Context: an optimization exercise on an open-source flow, tuned for small area and a short achievable clock period. The choices shown serve that exercise and are no tape-out recipe. Only simulation tests tie the RTL to the original design; equivalence was not proved. Power is estimated from default activity; no workload was simulated.

==> flow/config.mk <==
export PLATFORM = sky130hd
export DESIGN_NAME = mpx_trace_capture
export DESIGN_NICKNAME = mpx_trace_capture
export VERILOG_FILES = /design/flow/design.v
export SDC_FILE = /design/flow/constraint.sdc
export NUM_CORES = 4
export LEC_CHECK = 0
export CAP_MARGIN = 20
export CORE_MARGIN = 2
export CORE_UTILIZATION = 45
export CTS_CLUSTER_DIAMETER = 80
export CTS_CLUSTER_SIZE = 30
export SETUP_SLACK_MARGIN = 3.3
export SLEW_MARGIN = 20
export SYNTH_MEMORY_MAX_BITS = 8192
export TNS_END_PERCENT = 100
==> flow/constraint.sdc <==
create_clock -name core_clock -period 6.5 [get_ports {clk_i}]
set_input_delay 1.3000 -clock core_clock [delete_from_list [all_inputs] [get_ports {clk_i}]]
set_output_delay 1.3000 -clock core_clock [all_outputs]
set_load 0.01 [all_outputs]
==> flow/design.v <==
module mpx_trace_capture #(
  parameter int unsigned DEPTH_W = 6
) (
  input  logic               clk_i,
  input  logic               rst_i,
  input  logic               valid_i,
  input  logic [31:0]        pc_i,
  input  logic [31:0]        opcode_i,
  input  logic               arm_i,
  input  logic [DEPTH_W:0]   post_count_i,
  input  logic               trig_en_i,
  input  logic [31:0]        trig_pc_i,
  input  logic               trig_force_i,
  output logic               rd_valid_o,
  input  logic               rd_ready_i,
  output logic [31:0]        rd_pc_o,
  output logic [31:0]        rd_opcode_o,
  output logic               rd_last_o,
  output logic [1:0]         state_o,
  output logic               triggered_o,
  output logic [DEPTH_W:0]   count_o
);
  localparam int unsigned DEPTH = 1 << DEPTH_W;
  localparam int unsigned CW    = DEPTH_W + 1;
  localparam logic [1:0] ST_IDLE  = 2'd0;
  localparam logic [1:0] ST_ARMED = 2'd1;
  localparam logic [1:0] ST_POST  = 2'd2;
  localparam logic [1:0] ST_DONE  = 2'd3;
  logic [1:0]           state_q, state_d;
  logic [DEPTH_W-1:0]   wr_ptr_q, wr_ptr_d;
  logic [DEPTH_W-1:0]   ra_q, ra_d;
  logic [CW-1:0]        count_q, count_d;
  logic [CW-1:0]        remaining_q, remaining_d;
  logic [CW-1:0]        left_q, left_d;
  logic [CW-1:0]        post_len_q, post_len_d;
  logic                 triggered_q, triggered_d;
  logic                 rv_q, rv_d;
  logic                 last_q, last_d;
  logic [63:0]          out_q, out_d;
  logic [DEPTH-1:0]     rsel_q, rsel_d;
  logic                 byp_q, byp_d;
  logic                 wpend_q;
  logic [DEPTH_W-1:0]   wa_q;
  logic [63:0]          stage_q;
  logic [63:0]          mem [DEPTH];
  logic [63:0]          rdata;
  logic [DEPTH-1:0]     dec_ra, dec_wr;
  logic is_armed, is_post, is_done;
  logic p0, p1, rem1, full, c63, c0, c1, left2;
  logic trig, wr_en, enter_done, rd_fire, ra_inc;
  logic eq_ra, eq_ra1;
  logic [CW-1:0] post_clamp;
  assign is_armed = (state_q == ST_ARMED);
  assign is_post  = (state_q == ST_POST);
  assign is_done  = (state_q == ST_DONE);
  assign p0       = (post_len_q == CW'(0));
  assign p1       = (post_len_q == CW'(1));
  assign rem1     = (remaining_q == CW'(1));
  assign full     = count_q[DEPTH_W];
  assign c63      = (count_q == CW'(DEPTH - 1));
  assign c0       = (count_q == CW'(0));
  assign c1       = (count_q == CW'(1));
  assign left2    = (left_q == CW'(2));
  assign eq_ra    = (ra_q == wr_ptr_q);
  assign eq_ra1   = (ra_q + DEPTH_W'(1) == wr_ptr_q);
  assign trig       = trig_force_i | (valid_i & trig_en_i & (pc_i == trig_pc_i));
  assign post_clamp = (post_count_i > CW'(DEPTH)) ? CW'(DEPTH) : post_count_i;
  assign rd_fire    = rv_q & rd_ready_i;
  assign wr_en      = !arm_i & valid_i & (is_post | (is_armed & (!trig | !p0)));
  assign enter_done = !arm_i & ((is_armed & trig & (p0 | (valid_i & p1))) |
                                (is_post & valid_i & rem1));
  assign ra_inc     = !arm_i & ((is_done & rd_fire) | enter_done |
                                (wr_en & (full | (c63 & !p0))));
  always_comb begin
    for (int r = 0; r < DEPTH; r++) begin
      dec_ra[r] = (ra_q == DEPTH_W'(r));
      dec_wr[r] = (wr_ptr_q == DEPTH_W'(r));
    end
  end
  always_comb begin
    rdata = stage_q & {64{byp_q}};
    for (int r = 0; r < DEPTH; r++) rdata = rdata | (mem[r] & {64{rsel_q[r]}});
  end
  always_comb begin
    state_d     = state_q;
    count_d     = count_q;
    remaining_d = remaining_q;
    left_d      = left_q;
    post_len_d  = post_len_q;
    triggered_d = triggered_q;
    if (arm_i) begin
      state_d     = ST_ARMED;
      count_d     = '0;
      triggered_d = 1'b0;
      post_len_d  = post_clamp;
      left_d      = '0;
    end else begin
      if (is_armed && trig) begin
        triggered_d = 1'b1;
        remaining_d = (valid_i && !p0) ? post_len_q - CW'(1) : post_len_q;
        state_d     = ST_POST;
      end
      if (is_post && valid_i) remaining_d = remaining_q - CW'(1);
      if (wr_en && !full) count_d = count_q + CW'(1);
      if (is_done) begin
        if (rd_fire) left_d = left_q - CW'(1);
        if ((rd_fire && last_q) || !rv_q) state_d = ST_IDLE;
      end
      if (enter_done) begin
        state_d = ST_DONE;
        left_d  = count_d;
      end
    end
  end
  assign wr_ptr_d = wr_en ? wr_ptr_q + DEPTH_W'(1) : wr_ptr_q;
  assign ra_d     = arm_i ? wr_ptr_q : ra_inc ? ra_q + DEPTH_W'(1) : ra_q;
  assign byp_d    = wr_en & (ra_inc ? eq_ra1 : eq_ra);
  always_comb begin
    for (int r = 0; r < DEPTH; r++)
      rsel_d[r] = !byp_d & (arm_i  ? dec_wr[r] :
                            ra_inc ? dec_ra[(r + DEPTH - 1) % DEPTH] : dec_ra[r]);
  end
  always_comb begin
    rv_d   = 1'b0;
    last_d = 1'b0;
    out_d  = '0;
    if (!arm_i) begin
      if (is_done) begin
        rv_d   = rd_fire ? !last_q : rv_q;
        last_d = rd_fire ? left2 : last_q;
        out_d  = rd_fire ? (last_q ? 64'd0 : rdata) : out_q;
      end else if (enter_done) begin
        rv_d   = !c0 | wr_en;
        last_d = wr_en ? c0 : c1;
        out_d  = !c0 ? rdata : wr_en ? {pc_i, opcode_i} : 64'd0;
      end
    end
  end
  always_ff @(posedge clk_i or negedge rst_i) begin
    if (!rst_i) begin
      state_q     <= ST_IDLE;
      wr_ptr_q    <= '0;
      ra_q        <= '0;
      count_q     <= '0;
      remaining_q <= '0;
      left_q      <= '0;
      post_len_q  <= '0;
      triggered_q <= 1'b0;
      rv_q        <= 1'b0;
      last_q      <= 1'b0;
      out_q       <= '0;
      rsel_q      <= '0;
      byp_q       <= 1'b0;
      wpend_q     <= 1'b0;
    end else begin
      state_q     <= state_d;
      wr_ptr_q    <= wr_ptr_d;
      ra_q        <= ra_d;
      count_q     <= count_d;
      remaining_q <= remaining_d;
      left_q      <= left_d;
      post_len_q  <= post_len_d;
      triggered_q <= triggered_d;
      rv_q        <= rv_d;
      last_q      <= last_d;
      out_q       <= out_d;
      rsel_q      <= rsel_d;
      byp_q       <= byp_d;
      wpend_q     <= wr_en;
    end
  end
  always_ff @(posedge clk_i) begin
    stage_q <= {pc_i, opcode_i};
    wa_q    <= wr_ptr_q;
  end
  always_ff @(posedge clk_i) begin
    for (int r = 0; r < DEPTH; r++)
      if (wpend_q && wa_q == DEPTH_W'(r)) mem[r] <= stage_q;
  end
  assign rd_valid_o  = rv_q;
  assign {rd_pc_o, rd_opcode_o} = out_q;
  assign rd_last_o   = last_q;
  assign state_o     = state_q;
  assign triggered_o = triggered_q;
  assign count_o     = count_q;
endmodule
==> flow/run.sh <==
#!/bin/bash
# synth_recipe.tcl (not shown) runs the flow's synth.tcl, then flattens the netlist and writes it again
# the make line also repeats each setting of config.mk as NAME=value (left out here)
make -C /OpenROAD-flow-scripts/flow DESIGN_CONFIG=/design/flow/config.mk WORK_HOME=/design/flow/orfs CLKGATE_MAP_FILE= SYNTH_SCRIPT=/design/flow/synth_recipe.tcl finish
==> metrics.yaml, run 1 <==
grt-ovfl-total: 0
finalHoldViolations: 0
coreArea_mm2: 0.346
clock_sink_count: 4341
max_freq_mhz: 286
start_util: 0.452
final_common_cell: "edfxtp_1"
max_slew_margin: 0.154
end_kind: "flop"
vias: 104418
die_height_um: 593
peakVddDrop_mv: 0.286
fin_crit_ns: 3.50
die_w_um: 593
final_cell_mix: "edfxtp_1 (4096), a22oi_1 (1133), a221oi_1 (438), a22o_1 (427), buf_4 (334)"
cts_buffers: 181
status: "finished clean"
fillCellCount: 27452
instances_no_fill: 13502
p_per_area_mw_per_mm2: 305
async_reset_ff_frac: 0.0403
placed_cells: 13014
gp_congestion: 0.851
clkPwrFrac: 0.279
ys_ff_latch: 4341
grt_pass1_vias: 92581
setup.worst_path.class: "in2reg"
required_ns: 7.31
tightest_slew_ns: 1.27
syn_area_mm2: 0.156
cts_tree: "built"
syn_inst: 8421
synth-seq-area-share: 0.825
clock_latency_ns: 0.95
worstHoldPathType: "in2async"
fin_crit_sh: 0.539
grt_pass1_wl_um: 889000
synth_ff_type: "edfxtp_1"
drt_pre_antenna_iters: 8
swShare: 0.275
p_switching_mw: 14.7
grt_setup_unrepaired: "yes"
clk_pin_slew_ns: 0.11
cp.arrival_ns: 4.32
cp_max_fo: 8
hpwl_um: 341000
final_antenna_net_count: 0
tns_ns: 0
ioPinCount: 186
clockBufferDepth: 4
synth_nets: 8548
antenna_found_initial: 58
ys_types: 66
final_util: 0.506
p_int_mw: 38.7
maxCapViolations: 0
die-area_mm2: 0.352
power_leakage_nw: 54.2
setup_violations: 0
drv_slew: 0
startpoint_type: "input pin"
dr.first_iter.drc_count: 25327
synth_edf_count: 4096
drive_above_1_share: 0.131
avgRoutedWirePerCell_um: 51.7
drc_errors: 0
avgViaCountPerCell: 7.73
htreeDepth: 4
fp-row-count: 216
combinationalPowerShare: 0.128
track_usage: 0.384
yosys_warnings: 2
grt_max_degree: 74
routed_wl_um: 698000
areaGrowthSynthToFinish_pct: 12.0
syn_avg_cell_area_um2: 18.5
cts_hold_buf: 0
fin_skew_ns: 0.0628
clockRootBuffer: "clkbuf_16"
finalNetCount: 8868
seqPwrFrac: 0.593
io_buffers: 185
-- sequential cells by signal (all words and copies together), names as in the netlist --
| name | count |
|---|---|
| mem | 4096 |
| out_q | 64 |
| rsel_q | 64 |
| stage_q | 64 |
| count_q | 7 |
| left_q | 7 |
| post_len_q | 7 |
| remaining_q | 7 |
| ra_q | 6 |
| wa_q | 6 |
| wr_ptr_q | 6 |
| state_q | 2 |
| byp_q | 1 |
| last_q | 1 |
| rv_q | 1 |
| triggered_q | 1 |
| wpend_q | 1 |
-- final timing paths --
kind                                 start           to  slack, ns  cells after the start
worst max-delay path              pc_i[24]   rsel_q[34]       3.00                     14
worst min-delay path                 rst_i     out_q[2]       0.28                      1
worst max register to register  state_q[0]   rsel_q[34]       3.01                     12
worst min register to register   out_q[54]    out_q[54]       0.49                      2
max in group asynchronous            rst_i   rsel_q[25]       5.00                      2
min in group core_clock           pc_i[11]  stage_q[43]       0.46                      1
-- Yosys cell counts, types with 64 or more instances --
library cell / n / area share
nor2_1: 155 / 0.0037
nor4_1: 75 / 0.0030
nand4_1: 283 / 0.011
dfrtp_1: 175 / 0.028
dfxtp_1: 70 / 0.0090
nand2_1: 166 / 0.0040
buf_1: 180 / 0.0043
o21ai_0: 174 / 0.0056
a22o_1: 427 / 0.024
a222oi_1: 64 / 0.0041
a22oi_1: 1140 / 0.055
a221oi_1: 440 / 0.025
clkbuf_1: 337 / 0.0081
edfxtp_1: 4096 / 0.79
nand3_1: 258 / 0.0083
-- worst max-delay path, stage by stage --
cell and delay [ns]:
buf_8 0.11, xnor2_4 0.16, nand4_1 0.28, or4_4 0.66
buf_6 0.16, nor3_4 0.19, buf_12 0.21, a211oi_4 0.10
a211o_1 0.33, a211oi_4 0.25, buf_12 0.16, buf_12 0.14
buf_16 0.15, a22oi_2 0.08
-- power by group through the flow --
stage / clock [mW] / sequential (mW) / combinational, mW
after floorplan: 0 / 31.8 / 2.86
final: 14.9 / 31.7 / 6.85
after global routing: 15.5 / 31.6 / 6.83
after detailed placement: 0 / 32.3 / 5.81
after CTS: 14.7 / 31.6 / 6.21
after global placement: 0 / 32.3 / 5.79
-- metal layers --
| metal | global-route usage | up-vias | share of wire |
|---|---|---|---|
| met5 | 0 | - | 0.00038 |
| met4 | 0.218 | 38 | 0.072 |
| met3 | 0.137 | 2688 | 0.19 |
| met2 | 0.556 | 12130 | 0.42 |
| met1 | 0.504 | 53527 | 0.32 |
| li1 | - | 36035 | - |
-- area by class of cell --
type	count	area [um2]	area share
sequential	4341	129000	0.738
tap	4578	5730	0.0328
clock inverter	53	732	0.00419
clock buffer	251	5070	0.0290
multi-input combinational	3524	26600	0.152
inverter	21	83.8	0.000479
timing repair buffer	672	7320	0.0418
antenna	62	155	0.000887
-- cell families (layout without fill, tap and decap cells) --
logic type,after synthesis,in the layout,synth area share
DFF,4341,4341,0.825
AOI/OAI and AO/OA,2381,2382,0.121
and+or+nand+nor,1054,1055,0.0349
buffers and inverters,558,997,0.0139
xor gates and xnor gates,64,64,0.00359
adders and majority gates,17,17,0.00136
muxes,6,6,0.000401
other,0,62,0
-- timing repair --
action | 4_1_cts | 5_1_grt
gates resized for setup | 252 | 163
pin swaps | 50 | 48
cloned | 16 | 2
setup endpoints to repair | 1004 | 289
setup buffers | 61 | 42
-- through the flow --
stage / hold WS [ns] / total power, mW / cell area [um2] / worst slack [ns]
after detailed placement: 0.475 / 38.1 / 166000 / 0.627
after floorplan: 0.345 / 34.7 / 156000 / 2.35
after global placement: 0.465 / 38.0 / 166000 / 0.684
final: 0.275 / 53.4 / 175000 / 3.00
after global routing: 0.278 / 54.0 / 175000 / 2.91
after CTS: 0.259 / 52.5 / 173000 / 3.05
==> run 2, diff against run 1 <==
==> flow/flow/run.sh (new file) <==
#!/bin/bash
# The standard layout, with the trigger-compare input pins kept together
# (flow/io.tcl). Each tool's output goes to a log file in this folder.
set -euo pipefail
here=$(pwd)
bash standard.sh IO_CONSTRAINTS="$here/flow/io.tcl" finish > "$here/standard_flow.log" 2>&1
==> flow/flow/io.tcl (new file) <==
# Keep the trigger-compare inputs side by side on one edge, each pc_i bit
# next to the trig_pc_i bit it is compared with.
set_io_pin_constraint -group -order -region right:* -pin_names {trig_force_i trig_en_i valid_i pc_i[0] trig_pc_i[0] pc_i[1] trig_pc_i[1] pc_i[2] trig_pc_i[2] pc_i[3] trig_pc_i[3] pc_i[4] trig_pc_i[4] pc_i[5] trig_pc_i[5] pc_i[6] trig_pc_i[6] pc_i[7] trig_pc_i[7] pc_i[8] trig_pc_i[8] pc_i[9] trig_pc_i[9] pc_i[10] trig_pc_i[10] pc_i[11] trig_pc_i[11] pc_i[12] trig_pc_i[12] pc_i[13] trig_pc_i[13] pc_i[14] trig_pc_i[14] pc_i[15] trig_pc_i[15] pc_i[16] trig_pc_i[16] pc_i[17] trig_pc_i[17] pc_i[18] trig_pc_i[18] pc_i[19] trig_pc_i[19] pc_i[20] trig_pc_i[20] pc_i[21] trig_pc_i[21] pc_i[22] trig_pc_i[22] pc_i[23] trig_pc_i[23] pc_i[24] trig_pc_i[24] pc_i[25] trig_pc_i[25] pc_i[26] trig_pc_i[26] pc_i[27] trig_pc_i[27] pc_i[28] trig_pc_i[28] pc_i[29] trig_pc_i[29] pc_i[30] trig_pc_i[30] pc_i[31] trig_pc_i[31]}
==> flow/standard.sh (new file) <==
#!/bin/bash
# synth_recipe.tcl (not shown) runs the flow's synth.tcl, then flattens the netlist and writes it again
# the make line also repeats each setting of config.mk as NAME=value (left out here)
make -C /OpenROAD-flow-scripts/flow DESIGN_CONFIG=/design/flow/config.mk WORK_HOME=/design/flow/orfs CLKGATE_MAP_FILE= SYNTH_SCRIPT=/design/flow/synth_recipe.tcl "${@:-finish}"
--- a/flow/config.mk
+++ b/flow/config.mk
@@ -7,10 +7,10 @@
 export LEC_CHECK = 0
 export CAP_MARGIN = 20
 export CORE_MARGIN = 2
-export CORE_UTILIZATION = 45
+export CORE_UTILIZATION = 55
 export CTS_CLUSTER_DIAMETER = 80
 export CTS_CLUSTER_SIZE = 30
-export SETUP_SLACK_MARGIN = 3.3
+export SETUP_SLACK_MARGIN = 3.7
 export SLEW_MARGIN = 20
 export SYNTH_MEMORY_MAX_BITS = 8192
-export TNS_END_PERCENT = 100
+export TNS_END_PERCENT = 15
removed: flow/run.sh
==> run 2 against run 1 <==
Compared with the run above: final area fell by 1.1%; critical path depth fell by 2; maximum frequency fell by 15%.
==> metrics.yaml, run 2 <==
status: "finished clean"
synth_edf_count: 4096  # unchanged
ys_top_cells_by_count: "edfxtp_1 (4096), a22oi_1 (1140), a221oi_1 (440), a22o_1 (427), clkbuf_1 (337)"
gp_congestion: 0.860  # +0.95%
synth-seq-area-share: 0.825  # unchanged
clkPwrFrac: 0.283  # +0.004
seqCellArea_mm2: 0.129  # about the same
fillCellCount: 20144  # -27%
final_antenna_net_count: 0  # unchanged
grt_setup_unrepaired: "yes"
p_int_mw: 38.8  # +0.21%
wl_met2_um: 292000  # -0.74%
coreArea_mm2: 0.282  # -18%
peakVddDrop_mv: 0.314  # +9.6%
syn_avg_cell_area_um2: 18.5  # unchanged
routed_wl_um: 692000  # -0.90%
wl_met3_um: 132000  # +1.2%
cts_tree: "built"
drive_above_1_share: 0.130  # -0.00118
die_w_um: 537  # -9.5%
place_ws_ns: 0.888  # +0.261 ns
yosys_warnings: 2  # unchanged
cts_buffers: 182  # +0.55%
ys_ff_latch: 4341  # unchanged
setup_violations: 0  # unchanged
multi_input_area_mm2: 0.0263  # -1.4%
clk_pin_slew_ns: 0.11  # about the same
max_slew_margin: 0.126  # -0.0282
synth_top_area_cell: "edfxtp_1"
drt-met1-wl_um: 221000  # -1.1%
seqPwrFrac: 0.593  # about the same
antenna_found_initial: 60  # +3.4%
async_reset_ff_frac: 0.0403  # unchanged
cp.arrival_ns: 4.95  # +0.63 ns
avgRoutedWirePerCell_um: 54.7  # +5.8%
grt_pass1_vias: 92289  # -0.32%
p_per_area_mw_per_mm2: 309  # +1.3%
die_height_um: 537  # -9.5%
maxCapViolations: 0  # unchanged
hpwl_um: 338000  # -0.80%
required_ns: 7.32  # about the same
yosysMostFrequentCell: "edfxtp_1"
worstSetupStartpoint: "trig_pc_i[23]"
syn_area_mm2: 0.156  # unchanged
max_freq_mhz: 242  # -15%
final_cell_mix: "edfxtp_1 (4096), a22oi_1 (1137), a221oi_1 (438), a22o_1 (427), buf_4 (328)"
grt-ovfl-total: 0  # unchanged
synth.area.top_cells: "edfxtp_1 (79%), a22oi_1 (5.5%), dfrtp_1 (2.8%)"
grt_max_degree: 91  # +23%
finalNetCount: 8843  # -0.28%
cp_max_fo: 11  # +3
fin_skew_ns: 0.0780  # +0.0152 ns
synth_nets: 8548  # unchanged
fin_crit_ns: 4.13  # +0.628 ns
total_power_mw: 53.5  # +0.22%
final_common_cell: "edfxtp_1"
avgViaCountPerCell: 8.24  # +6.6%
htreeDepth: 4  # unchanged
clock_sink_count: 4341  # unchanged
swShare: 0.275  # about the same
final_util: 0.612  # +0.107
power_leakage_nw: 53.4  # -1.5%
combinationalPowerShare: 0.124  # -0.004
syn_inst: 8421  # unchanged
p_switching_mw: 14.7  # +0.23%
ioPinCount: 186  # unchanged
track_usage: 0.472  # +0.0878
start_util: 0.553  # +0.101
areaGrowthSynthToFinish_pct: 10.8
top_register: "mem"
postPlaceCellArea_mm2: 0.165  # -0.73%
largest_reg_flops: 4096  # unchanged
synth_top_area_share: 0.788  # unchanged
end_kind: "flop"
startpoint_type: "input pin"
fp-row-count: 195  # -9.7%
drc_errors: 0  # unchanged
ys_types: 66  # unchanged
vias: 104180  # -0.23%
drv_slew: 0  # unchanged
setup.worst_path.class: "in2reg"
tightest_slew_ns: 1.31  # +0.0383 ns
drt_pre_antenna_iters: 8  # unchanged
r2r-start: "rsel_q[43]"
clock_latency_ns: 0.99  # +0.04 ns
io_buffers: 185  # unchanged
die-area_mm2: 0.288  # -18%
clockRootBuffer: "clkbuf_16"
grt_pass1_wl_um: 886000  # -0.36%
synth_ff_type: "edfxtp_1"
clockBufferDepth: 4  # unchanged
finalHoldViolations: 0  # unchanged
dr.max_layer_used: "met5"
worst_slack_ns: 2.37  # -0.628 ns
dr.first_iter.drc_count: 27590  # +8.9%
fin_crit_sh: 0.635  # +0.0966
stdcell_area_mm2: 0.173  # -1.1%
worstHoldPathType: "in2async"
tns_ns: 0  # unchanged
-- run 2: cell count changes in the layout (fill, tap and decap cells not counted), moves of 8 or more --
cell | before | now
clkdlybuf4s50_1 | 81 | 99
nor4_1 | 47 | 66
clkbuf_1 | 55 | 68
buf_6 | 32 | 59
o21ai_2 | 63 | 16
buf_2 | 5 | 20
clkbuf_2 | 0 | 28
o21ai_0 | 103 | 144
buf_12 | 95 | 79
diode_2 | 62 | 42
nor4_2 | 24 | 8
dlymetal6s2s_1 | 32 | 1
dlygate4sd2_1 | 58 | 0
o21ai_1 | 4 | 12
-- run 2: power groups by stage --
stage          combinational, mW  clock (mW)  sequential (mW)
2_1_floorplan               2.85           0             31.8
3_3_place_gp                5.94           0             32.3
3_5_place_dp                5.96           0             32.3
4_1_cts                     6.17        14.9             31.7
5_1_grt                     6.64        15.7             31.7
6_report                    6.66        15.1             31.7
-- run 2: worst paths after layout --
path	endpoint	slack, ns	depth (start not counted)
max	rv_q	2.37	12
min	remaining_q[6]	0.39	1
max reg2reg	out_q[56]	2.43	8
min reg2reg	out_q[33]	0.49	2
max in group asynchronous	out_q[60]	4.80	2
min in group core_clock	stage_q[44]	0.45	1
-- run 2: layer usage --
layer,track usage,vias up
met1,0.632,53258
met4,0.253,32
met3,0.180,2581
li1,-,35985
met5,0,-
met2,0.672,12324
-- run 2: area by class of cell --
class / count / area share
flip-flops and latches: 4341 / 0.747
repair buffers: 645 / 0.0384
inverters: 21 / 0.000528
clock inverters: 59 / 0.00486
clock buffers: 267 / 0.0298
multi-input cells: 3525 / 0.152
diodes: 42 / 0.000608
well taps: 3743 / 0.0271
-- run 2: cell families (layout without fill, tap and decap cells) --
kind of cell / count (synthesis) / count (layout) / synth area share
AOI/OAI and AO/OA: 2381 / 2384 / 0.121
DFF: 4341 / 4341 / 0.825
xor gates and xnor gates: 64 / 64 / 0.00359
and+or+nand+nor: 1054 / 1054 / 0.0349
buffers and inverters: 558 / 992 / 0.0139
muxes: 6 / 6 / 0.000401
other: 0 / 42 / 0
adders and majority gates: 17 / 17 / 0.00136
-- run 2: critical path, cell delays in order --
cell	delay, ns
buf_6	0.10
xor2_2	0.16
nor4_2	0.32
nand4_1	1.05
buf_6	0.51
nor3_4	0.23
a21o_4	0.21
clkinv_8	0.06
o221ai_4	0.18
buf_12	0.27
clkbuf_16	0.36
nand2_1	0.08
-- run 2: per-stage QoR --
| step | cells | hold slack, ns |
|---|---|---|
| after global placement | 12158 | 0.461 |
| after floorplan | 8421 | 0.345 |
| after detailed placement | 12163 | 0.472 |
| after global routing | 12607 | 0.435 |
| final | 12643 | 0.387 |
| after CTS | 12552 | 0.393 |
-- run 2: timing repair --
item                        CTS  global route
hold buffers                  0             0
setup buffers                50            39
setup endpoints to repair  2026          1794
gates cloned                 13             7
hold endpoints to repair      0             0
gates resized for setup     330           197
pin swaps                   101            43

## re-timing with driven ports
How much do the figures lean on ideal ports? The routed layouts below were timed once more, with nothing changed but the port constraints. Step 1 (the two cells are an assumption about what drives the block):
set clk [get_ports {clk_i}]
set_driving_cell -lib_cell sky130_fd_sc_hd__clkbuf_16 $clk
set_driving_cell -lib_cell sky130_fd_sc_hd__buf_2 [delete_from_list [all_inputs] $clk]
Step 2 also shifts input and output timing later by t, the mid clock arrival at the registers, as if the neighbouring blocks saw the same clock. Slacks: ideal / step 1 / step 2; pairs: ideal / step 1.
run	t, ns	slack for setup (ns)	pins driven straight from the clock port
run 1	1.028	2.999 / 3.012 / 2.030	1
run 2	1.048	2.371 / 2.433 / 1.388	1
After both steps every run listed still meets setup and hold. For run 2, which loses most, drivers alone change the setup slack by +0.062 ns; drivers and shift together by -0.983 ns.
